This is an optimization exercise on Yosys and OpenROAD, whose aim is small area, a short achievable clock period and few clock cycles per item, not a production implementation. No run shown here included a check of the RTL's function; only the layout flow was run. Power and IR drop assume default switching activity.

==> design.v <==
package swam_pkg;
  localparam int LETTER_W = 5;
  localparam int S_TDATA_W = 8;
  localparam int S_TUSER_W = 2;
  localparam int M_TDATA_W = 8;
  typedef enum logic [S_TUSER_W-1:0] {
    OP_CLEAR   = 2'd0,
    OP_PATTERN = 2'd1,
    OP_TEXT    = 2'd2
  } swam_op_t;
endpackage
module sliding_window_anagram_match
#(
  parameter int MAX_PATTERN = 256,
  parameter int ALPHABET    = 26
) (
  input  logic                 clk,
  input  logic                 rst,
  input  logic                 s_tvalid,
  output logic                 s_tready,
  input  logic [swam_pkg::S_TDATA_W-1:0] s_tdata,    
  input  logic [swam_pkg::S_TUSER_W-1:0] s_tuser,    
  input  logic                 s_tlast,
  output logic                 m_tvalid,
  input  logic                 m_tready,
  output logic [swam_pkg::M_TDATA_W-1:0] m_tdata,    
  output logic                 m_tlast
);
  localparam int LW    = swam_pkg::LETTER_W;
  localparam int PTR_W = $clog2(MAX_PATTERN);           
  localparam int CNT_W = PTR_W + 1;                     
  localparam int FW    = 4;                             
  localparam int BL    = 1 << FW;                       
  localparam int NB    = MAX_PATTERN / BL - 1;          
  localparam int QD    = 4;                             
  logic          rdy_q, rdy_o;    
  logic          s_fire, sym_ok;
  logic          clr1, pat1, txt1, last1;
  logic [LW-1:0] let1;
  assign s_tready = rdy_o;
  assign s_fire   = s_tvalid && rdy_q;
  assign sym_ok   = s_tdata[LW-1:0] < LW'(ALPHABET);
  always_ff @(posedge clk) begin
    clr1  <= rst || (s_fire && s_tuser == swam_pkg::OP_CLEAR);
    pat1  <= !rst && s_fire && s_tuser == swam_pkg::OP_PATTERN && sym_ok;
    txt1  <= !rst && s_fire && s_tuser == swam_pkg::OP_TEXT && sym_ok;
    let1  <= s_tdata[LW-1:0];
    last1 <= s_tlast;
  end
  logic [CNT_W-1:0] plen_m1;       
  logic [PTR_W-1:0] tcnt;          
  logic             full;          
  logic             tstart;        
  logic             ovf;
  logic             lmax;          
  logic             clr, lnz, pat_add, pat_drop, txt_win, win_dec;
  logic [LW-1:0]    tap;           
  assign clr      = clr1;          
  assign lnz      = !plen_m1[CNT_W-1];
  assign pat_add  = pat1 && !tstart && !lmax;
  assign pat_drop = pat1 && !tstart && lmax;
  assign txt_win  = txt1 && lnz;
  assign win_dec  = txt_win && full;
  always_ff @(posedge clk) begin
    if (clr) begin
      plen_m1 <= '1;
      tcnt    <= '0;
      full    <= 1'b0;
      tstart  <= 1'b0;
      ovf     <= 1'b0;
      lmax    <= 1'b0;
    end else begin
      if (pat_add) begin
        plen_m1 <= plen_m1 + CNT_W'(1);
        lmax    <= (plen_m1 == CNT_W'(MAX_PATTERN - 2));
      end
      if (txt_win && !full) begin
        tcnt <= tcnt + PTR_W'(1);
        if (tcnt == plen_m1[PTR_W-1:0]) full <= 1'b1;
      end
      if (txt1) tstart <= 1'b1;
      if (pat_drop) ovf <= 1'b1;
    end
  end
  logic [PTR_W-FW-1:0] nblk;
  logic [LW-1:0]       blk_out [NB+1];
  logic [LW-1:0]       seg_in [FW+1];
  assign nblk       = plen_m1[PTR_W-1:FW];
  assign blk_out[0] = let1;
  for (genvar j = 0; j < NB; j++) begin : g_blk
    logic [LW*BL-1:0] sr;
    logic             en;
    assign en = txt_win && (nblk > (PTR_W-FW)'(j));
    always_ff @(posedge clk) begin
      if (en) sr <= {sr[LW*BL-LW-1:0], blk_out[j]};
    end
    assign blk_out[j+1] = sr[LW*BL-1 -: LW];
  end
  assign seg_in[FW] = blk_out[nblk];
  for (genvar k = FW - 1; k >= 0; k--) begin : g_seg
    localparam int N = 1 << k;
    logic [LW*N-1:0] sr;
    logic            en;
    assign en = txt_win && plen_m1[k];
    always_ff @(posedge clk) begin
      if (en) begin
        if (N == 1) sr <= seg_in[k+1];
        else        sr <= {sr[LW*N-LW-1:0], seg_in[k+1]};
      end
    end
    assign seg_in[k] = plen_m1[k] ? sr[LW*N-1 -: LW] : seg_in[k+1];
  end
  always_ff @(posedge clk) begin
    if (txt_win) tap <= seg_in[0];
  end
  logic [CNT_W-1:0]    diff [ALPHABET];
  logic [ALPHABET-1:0] dz;
  for (genvar i = 0; i < ALPHABET; i++) begin : g_cnt
    logic hit_new, hit_old, up, dn;
    assign hit_new = (let1 == LW'(i));
    assign hit_old = win_dec && (tap == LW'(i));
    assign up = txt_win && hit_new && !hit_old;
    assign dn = (pat_add && hit_new) || (hit_old && !hit_new);
    always_ff @(posedge clk) begin
      if (clr)     diff[i] <= '0;
      else if (up) diff[i] <= {diff[i][CNT_W-2:0], diff[i][8] ~^ diff[i][4]};
      else if (dn) diff[i] <= {diff[i][0] ~^ diff[i][5], diff[i][CNT_W-1:1]};
    end
    assign dz[i] = (diff[i] == '0);
  end
  logic v2, last2, found, match, found_o;
  always_ff @(posedge clk) begin
    v2    <= txt1 && !rst;
    last2 <= last1;
  end
  assign match   = !lnz || (full && (&dz));
  assign found_o = found || match;
  always_ff @(posedge clk) begin
    if (clr)     found <= 1'b0;
    else if (v2) found <= found_o;
  end
  logic [3:0]        q  [QD];      
  logic [QD-1:0]     qv;           
  logic [3:0]        q_in;
  logic              pop, rdy_next;
  logic              mvld;         
  logic [2:0]        base;
  assign q_in = {last2, ovf, found_o, match};
  assign pop  = qv[0] && m_tready;
  logic       hold0, take1;
  logic [3:0] q0_next;
  assign hold0   = !pop && qv[0];
  assign take1   = pop && qv[1];
  assign q0_next = ({4{hold0}} & q[0]) | ({4{take1}} & q[1]) |
                   ({4{!hold0 && !take1}} & q_in);
  always_ff @(posedge clk) begin
    q[0] <= q0_next;
    for (int j = 1; j < QD; j++) begin
      if (pop) begin
        if (j + 1 < QD && qv[j+1]) q[j] <= q[j+1];
        else if (v2 && qv[j])     q[j] <= q_in;
      end else begin
        if (v2 && !qv[j] && qv[j-1]) q[j] <= q_in;
      end
    end
    mvld <= !rst && (v2 || (pop ? qv[1] : qv[0]));
    if (rst) begin
      qv <= '0;
    end else begin
      case ({pop, v2})
        2'b10:   qv <= qv >> 1;
        2'b01:   qv <= {qv[QD-2:0], 1'b1};
        default: qv <= qv;
      endcase
    end
  end
  always_comb begin
    base = 3'(v2) + 3'(txt1);
    for (int j = 0; j < QD; j++) base = base + 3'(qv[j]);
    case (base)
      3'd0, 3'd1, 3'd2: rdy_next = 1'b1;
      3'd3:             rdy_next = !s_fire || pop;
      default:          rdy_next = pop;
    endcase
  end
  always_ff @(posedge clk) begin
    if (rst) rdy_q <= 1'b1;
    else     rdy_q <= rdy_next;
  end
  always_ff @(posedge clk) begin
    rdy_o <= rst || (base + 3'(s_fire) <= 3'(QD - 1) + 3'(pop));
  end
  assign m_tvalid = mvld;
  assign m_tdata  = {(swam_pkg::M_TDATA_W - 3)'(0), q[0][2:0]};
  assign m_tlast  = q[0][3];
endmodule
==> flow/run.sh <==
#!/bin/bash
set -uo pipefail
bash standard.sh \
  BUFFER_PORTS_ARGS="-buffer_cell sky130_fd_sc_hd__buf_4" \
  SETUP_SLACK_MARGIN=9.2 \
  finish > standard.log 2>&1
==> standard.sh <==
#!/bin/bash
# synth_recipe.tcl (not shown) runs the flow's synth.tcl, then flattens the netlist and writes it again
# the make line also repeats each setting of config.mk as NAME=value (left out here)
make -C /OpenROAD-flow-scripts/flow DESIGN_CONFIG=/design/flow/config.mk WORK_HOME=/design/flow/orfs CLKGATE_MAP_FILE= SYNTH_SCRIPT=/design/flow/synth_recipe.tcl "${@:-finish}"
==> config.mk <==
export PLATFORM = sky130hd
export DESIGN_NAME = sliding_window_anagram_match
export DESIGN_NICKNAME = sliding_window_anagram_match
export VERILOG_FILES = /design/flow/design.v
export SDC_FILE = /design/flow/constraint.sdc
export NUM_CORES = 4
export LEC_CHECK = 0
export CAP_MARGIN = 20
export CORE_MARGIN = 2
export CORE_UTILIZATION = 70
export CTS_BUF_LIST = sky130_fd_sc_hd__clkbuf_16
export CTS_CLUSTER_DIAMETER = 80
export CTS_CLUSTER_SIZE = 24
export SLEW_MARGIN = 20
==> constraint.sdc <==
create_clock -name core_clock -period 13.0 [get_ports {clk}]
set_input_delay 2.6000 -clock core_clock [delete_from_list [all_inputs] [get_ports {clk}]]
set_output_delay 2.6000 -clock core_clock [all_outputs]
set_load 0.01 [all_outputs]
==> impl_metrics.csv, run 1 <==
group,metric,value,unit
status,status,"complete, no violations",
min_path,holdPathStages,0,
global_route,grt_usage,0.225,
place,dp_slack,8.99,ns
critical_path,r2r_end,"rdy_o",
place,port_buffers,17,
timing,finalSetupTns,0,ns
detailed_routing,drtPass1Iterations,8,
critical_path,max_stage_delay,0.36,ns
detailed_routing,drt_iter0_drc,2529,
critical_path,path_delay_family,"flip-flops",
detailed_routing,wirelength,90600,um
global_route,grt_pass1_vias,24300,
timing,fin_worst_skew,0.0315,ns
critical_path,critPathBufInv,1,
finish,fillers,4459,
timing,fin_ws,9.25,ns
finish,antenna_cells,0,
clocking,cts_tree,"built",
min_path,worstHoldEndpoint,"last2",
power_and_ir_drop,ir_drop,0.106,mV
timing,clock.fmax,0.267,GHz
critical_path,worstPathCellList,"buf_4",
job,maxCapViolCount,0,
critical_path,regToRegStartpoint,"txt1",
detailed_routing,vias_per_cell,6.09,
timing,setup_viol,0,
critical_path,crit_path_max_fanout,2,
synthesis,ys_types,77,
clocking,post_cts_buffers,0,
timing,worstMarginPinSlew,1.08,ns
min_path,hp-class,"flip-flop to flip-flop",
floorplanning,die_x,284,um
global_route,grt_max_degree,111,
critical_path,cp-end-kind,"primary output",
synthesis,yosys.area.top_type,"edfxtp_1",
synthesis,yosysWarnings,6,
floorplanning,io_pins,26,
critical_path,worst_ep_required_time,10.40,ns
timing,hold_viol_final,0,
critical_path,worstSetupPathType,"flip-flop to primary output",
synthesis,synth.most_common_cell,"edfxtp_1",
floorplanning,dieArea,80400,um^2
place,dpl.hpwl,54000,um
critical_path,worstRegToRegCells,11,
detailed_routing,ant_nets,0,
detailed_routing,drcViolationCount,0,
timing,maxSlewViolCount,0,
power_and_ir_drop,p_leak,15.6,nW
floorplanning,placeableCoreArea,77300,um^2
finish,layout.nets,3103,
synthesis,synth_common_cells,"1,292 x edfxtp_1, 303 x nor2_1, 278 x dfxtp_1",
finish,drive_gt1_frac,0.0772,
timing,finalCriticalPeriod,3.75,ns
power_and_ir_drop,p_per_area,139,nW/um^2
synthesis,synth_top_area_frac,0.709,
detailed_routing,wire_per_inst,21.8,um
clocking,numCtsBuffers,76,
floorplanning,rows,102,
min_path,worstHoldStart,"last1",
clocking,h-tree-depth,3,
synthesis,syn_area,54700,um^2
synthesis,ys.flop_type,"edfxtp_1",
timing,final.period_utilization,0.288,
floorplanning,die_h,284,um
detailed_routing,num_vias,25300,
critical_path,cp_data_arrival_time,1.15,ns
critical_path,rrSetupSlack,9.77,ns
synthesis,synth_seq_cells,1570,
finish,syn_to_final_growth,6.10,%
timing,slew_headroom,0.274,
clocking,clkLatencyLatePin,0.66,ns
finish,stdcell_count,4150,
clocking,cts.repair.resized,0,
synthesis,synth-seq-area-share,0.811,
synthesis,synth_edf_count,1292,
place,place.gp.congestion,0.888,
timing,holdWs,0.348,ns
critical_path,critical_path.slowest_cell,"dfxtp_1",
global_route,gr-total-overflow,0,
clocking,cts_sinks,1570,
clocking,cts_root_buf,"clkbuf_16",
timing,rsz0062_at_grt,"no",
global_route,grt_pass1_wl,140000,um
floorplanning,start_util,0.707,
global_route,grt_antenna_before_repair,7,
place,post-place-cells,4037,
synthesis,async_reset_ff_frac,0,
critical_path,worst_setup_path_start_kind,"flip-flop",
synthesis,syn_area_per_cell,17.8,um^2
finish,fin_util,0.750,
synthesis,postSynthCellCount,3075,
clocking,clk_path_buf_depth,3,
clocking,ctsHoldBuffers,0,
synthesis,synth_area_leaders,"edfxtp_1 71%, dfxtp_1 10%, mux2i_1 4.1%",
clocking,clk_pin_slew,0.09,ns
power by group:
part	switching, mW	total, mW	internal [mW]
logic	0.0576	0.0833	0.0257
clock network	1.48	2.58	1.10
registers	0.0135	5.38	5.37
total	1.55	8.05	6.49
area by class of cell:
class / count / area (um^2) / share of cell area
Tap cell: 1040 / 1300 / 0.0224
Sequential cell: 1570 / 44400 / 0.765
Clock buffer: 77 / 1930 / 0.0332
Clock inverter: 36 / 280 / 0.00483
Inverter: 26 / 97.6 / 0.00168
Timing Repair Buffer: 45 / 342 / 0.00589
Multi-Input combinational cell: 1356 / 9710 / 0.167
state kept, by name, indices dropped and copies added, names as in the netlist, 4 cells and up:
signal    cells
g_blk.sr   1200
let1          5
plen_m1       9
diff        234
tap           5
tcnt          8
qv            4
g_seg.sr     75
q            16
logic make-up after synthesis:
group           count (synthesis)  share of synthesized area
mux                           259                     0.0526
compound gates                399                     0.0531
flops                        1570                      0.811
fa+ha+maj                      13                    0.00339
xor+xnor                       71                     0.0114
buf+inv                       153                     0.0146
simple gates                  609                     0.0537
other cells                     1                  0.0000686
metrics by stage:
step	power (mW)	instance area [um^2]
floorplan	5.55	54800
global placement	5.57	55800
detailed placement	5.58	55800
CTS	8.13	58000
global route	8.31	58000
finish	8.05	58000
per-layer routing:
metal / part of all wire / global-route usage
met1: 0.48 / 0.356
met2: 0.46 / 0.339
met3: 0.050 / 0.0327
met4: 0.017 / 0.0529
met5: 0 / 0
cells in the final DEF (no fill, tap or decap), types with 9 or more instances in the layout:
master / n
a211oi_1: 223
a211oi_2: 13
a21oi_1: 54
a31oi_1: 11
and3_1: 17
buf_4: 44
clkbuf_16: 77
dfxtp_1: 274
edfxtp_1: 1292
inv_1: 47
mux2i_1: 225
mux2i_4: 17
nand2_1: 71
nand3_1: 39
nand4_1: 29
nor2_1: 297
nor2b_1: 12
nor4_1: 59
o21ai_0: 21
o22ai_1: 13
or3_1: 9
xnor2_1: 37
xor2_1: 34
how the worst max path moves through the flow:
| stage | startpoint | to | slack [ns] | depth (start not counted) |
|---|---|---|---|---|
| 3_5_place_dp | s_tvalid | rdy_o | 8.99 | 8 |
| 6_report | q[0][2] | m_tdata[2] | 9.25 | 1 |
| 2_1_floorplan | plen_m1[6] | g_blk[8].sr[0] | 8.05 | 5 |
| 5_1_grt | q[0][3] | m_tlast | 9.21 | 1 |
| 3_3_place_gp | s_tvalid | rdy_o | 8.99 | 8 |
| 4_1_cts | q[0][1] | m_tdata[1] | 9.20 | 1 |
==> inputs of run 2 (changes only) <==
--- a/config.mk
+++ b/config.mk
@@ -11,4 +11,4 @@
 export CTS_BUF_LIST = sky130_fd_sc_hd__clkbuf_16
-export CTS_CLUSTER_DIAMETER = 80
-export CTS_CLUSTER_SIZE = 24
+export CTS_CLUSTER_DIAMETER = 90
+export CTS_CLUSTER_SIZE = 28
 export SLEW_MARGIN = 20
==> run 2 against run 1 <==
Core utilization fell by 0.39 points. Die area unchanged. Hold slack better by 0.0081 ns. Worst setup slack worse by 0.0043 ns. Combinational power decreased by 0.5%. Sequential power barely moved. Non-clock buffer count is the same. Design area fell by 0.52%. Sequential share of layout area grew 0.39 points. Critical path type unchanged. Critical endpoint is now m_tdata[1].
==> impl_metrics.csv, run 2 <==
group,metric,value,unit
status,status,"complete, no violations",
detailed_routing,wire_per_inst,21.7,um
place,post-place-cells,4037,
synthesis,yosysWarnings,6,
synthesis,synth_top_area_frac,0.709,
timing,finalCriticalPeriod,3.75,ns
timing,clock.fmax,0.266,GHz
synthesis,synth.most_common_cell,"edfxtp_1",
synthesis,async_reset_ff_frac,0,
clocking,clk_pin_slew,0.11,ns
detailed_routing,drt_iter0_drc,2391,
critical_path,crit_path_max_fanout,2,
finish,most-common-layout-cells,"1,292 x edfxtp_1, 297 x nor2_1, 276 x dfxtp_1",
global_route,grt_max_degree,111,
timing,rsz0062_at_grt,"no",
synthesis,synth_common_cells,"1,292 x edfxtp_1, 303 x nor2_1, 278 x dfxtp_1",
finish,largest-register,"g_blk.sr",
clocking,h-tree-depth,3,
power_and_ir_drop,ir_drop,0.214,mV
detailed_routing,vias_per_cell,6.05,
critical_path,critical_path.slowest_cell,"dfxtp_1",
synthesis,yosys.area.top_type,"edfxtp_1",
critical_path,worst_setup_path_start_kind,"flip-flop",
clocking,cts_root_buf,"clkbuf_16",
power_and_ir_drop,p_per_area,136,nW/um^2
timing,finalSetupTns,0,ns
finish,layout.nets,3093,
critical_path,worstPathCellList,"buf_4",
finish,syn_to_final_growth,5.56,%
finish,drive_gt1_frac,0.0730,
detailed_routing,ant_nets,0,
synthesis,syn_area,54700,um^2
clocking,post_cts_buffers,0,
synthesis,synth_seq_cells,1570,
floorplanning,rows,102,
place,dpl.hpwl,54000,um
critical_path,worstSetupPathType,"flip-flop to primary output",
critical_path,cp-end-kind,"primary output",
timing,fin_ws,9.25,ns
synthesis,synth_area_leaders,"edfxtp_1 71%, dfxtp_1 10%, mux2i_1 4.1%",
clocking,clk_path_buf_depth,3,
timing,fin_worst_skew,0.0302,ns
detailed_routing,num_vias,25100,
detailed_routing,drtPass1Iterations,6,
clocking,clkLatencyLatePin,0.66,ns
timing,hold_viol_final,0,
finish,layout_commonest_cell,"edfxtp_1",
timing,maxSlewViolCount,0,
synthesis,ys.flop_type,"edfxtp_1",
detailed_routing,wirelength,89800,um
timing,slew_headroom,0.267,
clocking,ctsHoldBuffers,0,
synthesis,ys_types,77,
place,port_buffers,17,
critical_path,cp_data_arrival_time,1.15,ns
floorplanning,die_x,284,um
synthesis,synth_edf_count,1292,
global_route,grt_antenna_before_repair,6,
detailed_routing,drcViolationCount,0,
critical_path,rrSetupSlack,9.77,ns
global_route,grt_pass1_vias,24100,
min_path,hp-class,"flip-flop to flip-flop",
timing,final.period_utilization,0.289,
timing,worstMarginPinSlew,1.09,ns
clocking,cts_tree,"built",
synthesis,synth-seq-area-share,0.811,
finish,reg_top3,"g_blk.sr: 1200 flops, diff: 234 flops, g_seg.sr: 75 flops",
floorplanning,die_h,284,um
power_and_ir_drop,p_leak,15.4,nW
job,maxCapViolCount,0,
critical_path,path_delay_family,"flip-flops",
critical_path,max_stage_delay,0.37,ns
floorplanning,start_util,0.707,
place,dp_slack,8.99,ns
power_and_ir_drop,total_power,7.86,mW
global_route,gr-total-overflow,0,
place,place.gp.congestion,0.888,
clocking,cts_sinks,1570,
global_route,grt_usage,0.223,
synthesis,syn_area_per_cell,17.8,um^2
finish,largest_reg_flops,1200,
global_route,grt_pass1_wl,139000,um
finish,stdcell_count,4138,
synthesis,postSynthCellCount,3075,
floorplanning,placeableCoreArea,77300,um^2
timing,setup_viol,0,
floorplanning,dieArea,80400,um^2
clocking,cts.repair.resized,0,
clocking,numCtsBuffers,66,
critical_path,critPathBufInv,1,
critical_path,worst_ep_required_time,10.40,ns
floorplanning,io_pins,26,
run 2: cell counts after synthesis:
Identical to the previous run, type by type.
run 2: cells by family (layout without fill, tap and decap cells):
logic type / Yosys count / after routing / share of synthesized area
flip-flops: 1570 / 1570 / 0.811
AND/OR/NAND/NOR: 609 / 609 / 0.0537
AO/OA/AOI/OAI: 399 / 399 / 0.0531
multiplexers: 259 / 259 / 0.0526
buffers and inverters: 153 / 171 / 0.0146
XOR/XNOR: 71 / 71 / 0.0114
adder cells (fa/ha/maj): 13 / 13 / 0.00339
other: 1 / 6 / 0.0000686
run 2: path summary, 6_finish.rpt:
check               start         end  cells after the start
setup / recovery  q[0][1]  m_tdata[1]                      1
hold / removal      last1       last2                      0
setup reg to reg     txt1       rdy_o                     11
hold reg to reg     last1       last2                      0
run 2: metal layers:
metal	track usage	wire, um	up-vias	part of all wire
met5	0	0	-	0
met4	0.0603	2160	0	0.024
met3	0.0284	4050	128	0.045
met2	0.338	41200	588	0.46
met1	0.350	42400	12600	0.47
li1	-	-	11700	-
run 2: stage by stage:
step                      hold slack, ns  instance area (um^2)   util
final                              0.357                 57700  0.746
after global routing               0.355                 57700  0.746
after CTS                          0.352                 57700  0.746
after detailed placement           0.328                 55800  0.722
after global placement             0.314                 55800  0.722
after floorplan                    0.310                 54800      -
run 2: layout make-up:
cell class              count  area, um^2
repair buffers             45         342
clock inverters            32         206
inverters                  26        97.6
fillers                  4514       19600
multi-input cells        1356        9710
flip-flops and latches   1570       44400
diodes                      1        2.50
well taps                1040        1300
clock buffers              68        1700
run 2: power by group:
part / switching (mW) / internal [mW]
clock: 1.41 / 0.989
sequential: 0.0136 / 5.37
combinational: 0.0572 / 0.0257
total: 1.48 / 6.38
run 2: worst reg2reg max path: cells and delay by family (launching register included):
| kind | cells | cell delay, ns |
|---|---|---|
| DFF | 1 | 0.43 |
| AOI/OAI and AO/OA | 2 | 0.25 |
| buffers and inverters | 2 | 0.09 |
| adders and majority gates | 6 | 2.20 |
| xor gates and xnor gates | 1 | 0.16 |

[separate check: timing with driven ports]
The flow's constraints put no driver on any port. The routed layouts listed below were extracted and timed again, unchanged, in two steps. Step 1: set_driving_cell puts a clkbuf_16 on clk and a buf_2 on each other input, an assumption about the parent block. Step 2 moves the port delays by t, midway between the first and last clock arrival at a register: inputs arrive t later, outputs are due t later. That takes back most of the time a late clock gives input paths. a / b / c = ideal ports / drivers / drivers and shift; a / b = the first two.
run	t, ns	setup slack, ns	clock arrival spread, ns	pins driven straight from the clock port
run 1	0.722	9.252 / 9.181 / 9.006	0.035 / 0.035	1
run 2	0.717	9.248 / 9.176 / 8.999	0.038 / 0.038	1
After both steps every run listed still meets setup and hold. The setup slack of run 2, which loses most, moves by -0.072 ns with the drivers and by -0.249 ns with both steps.
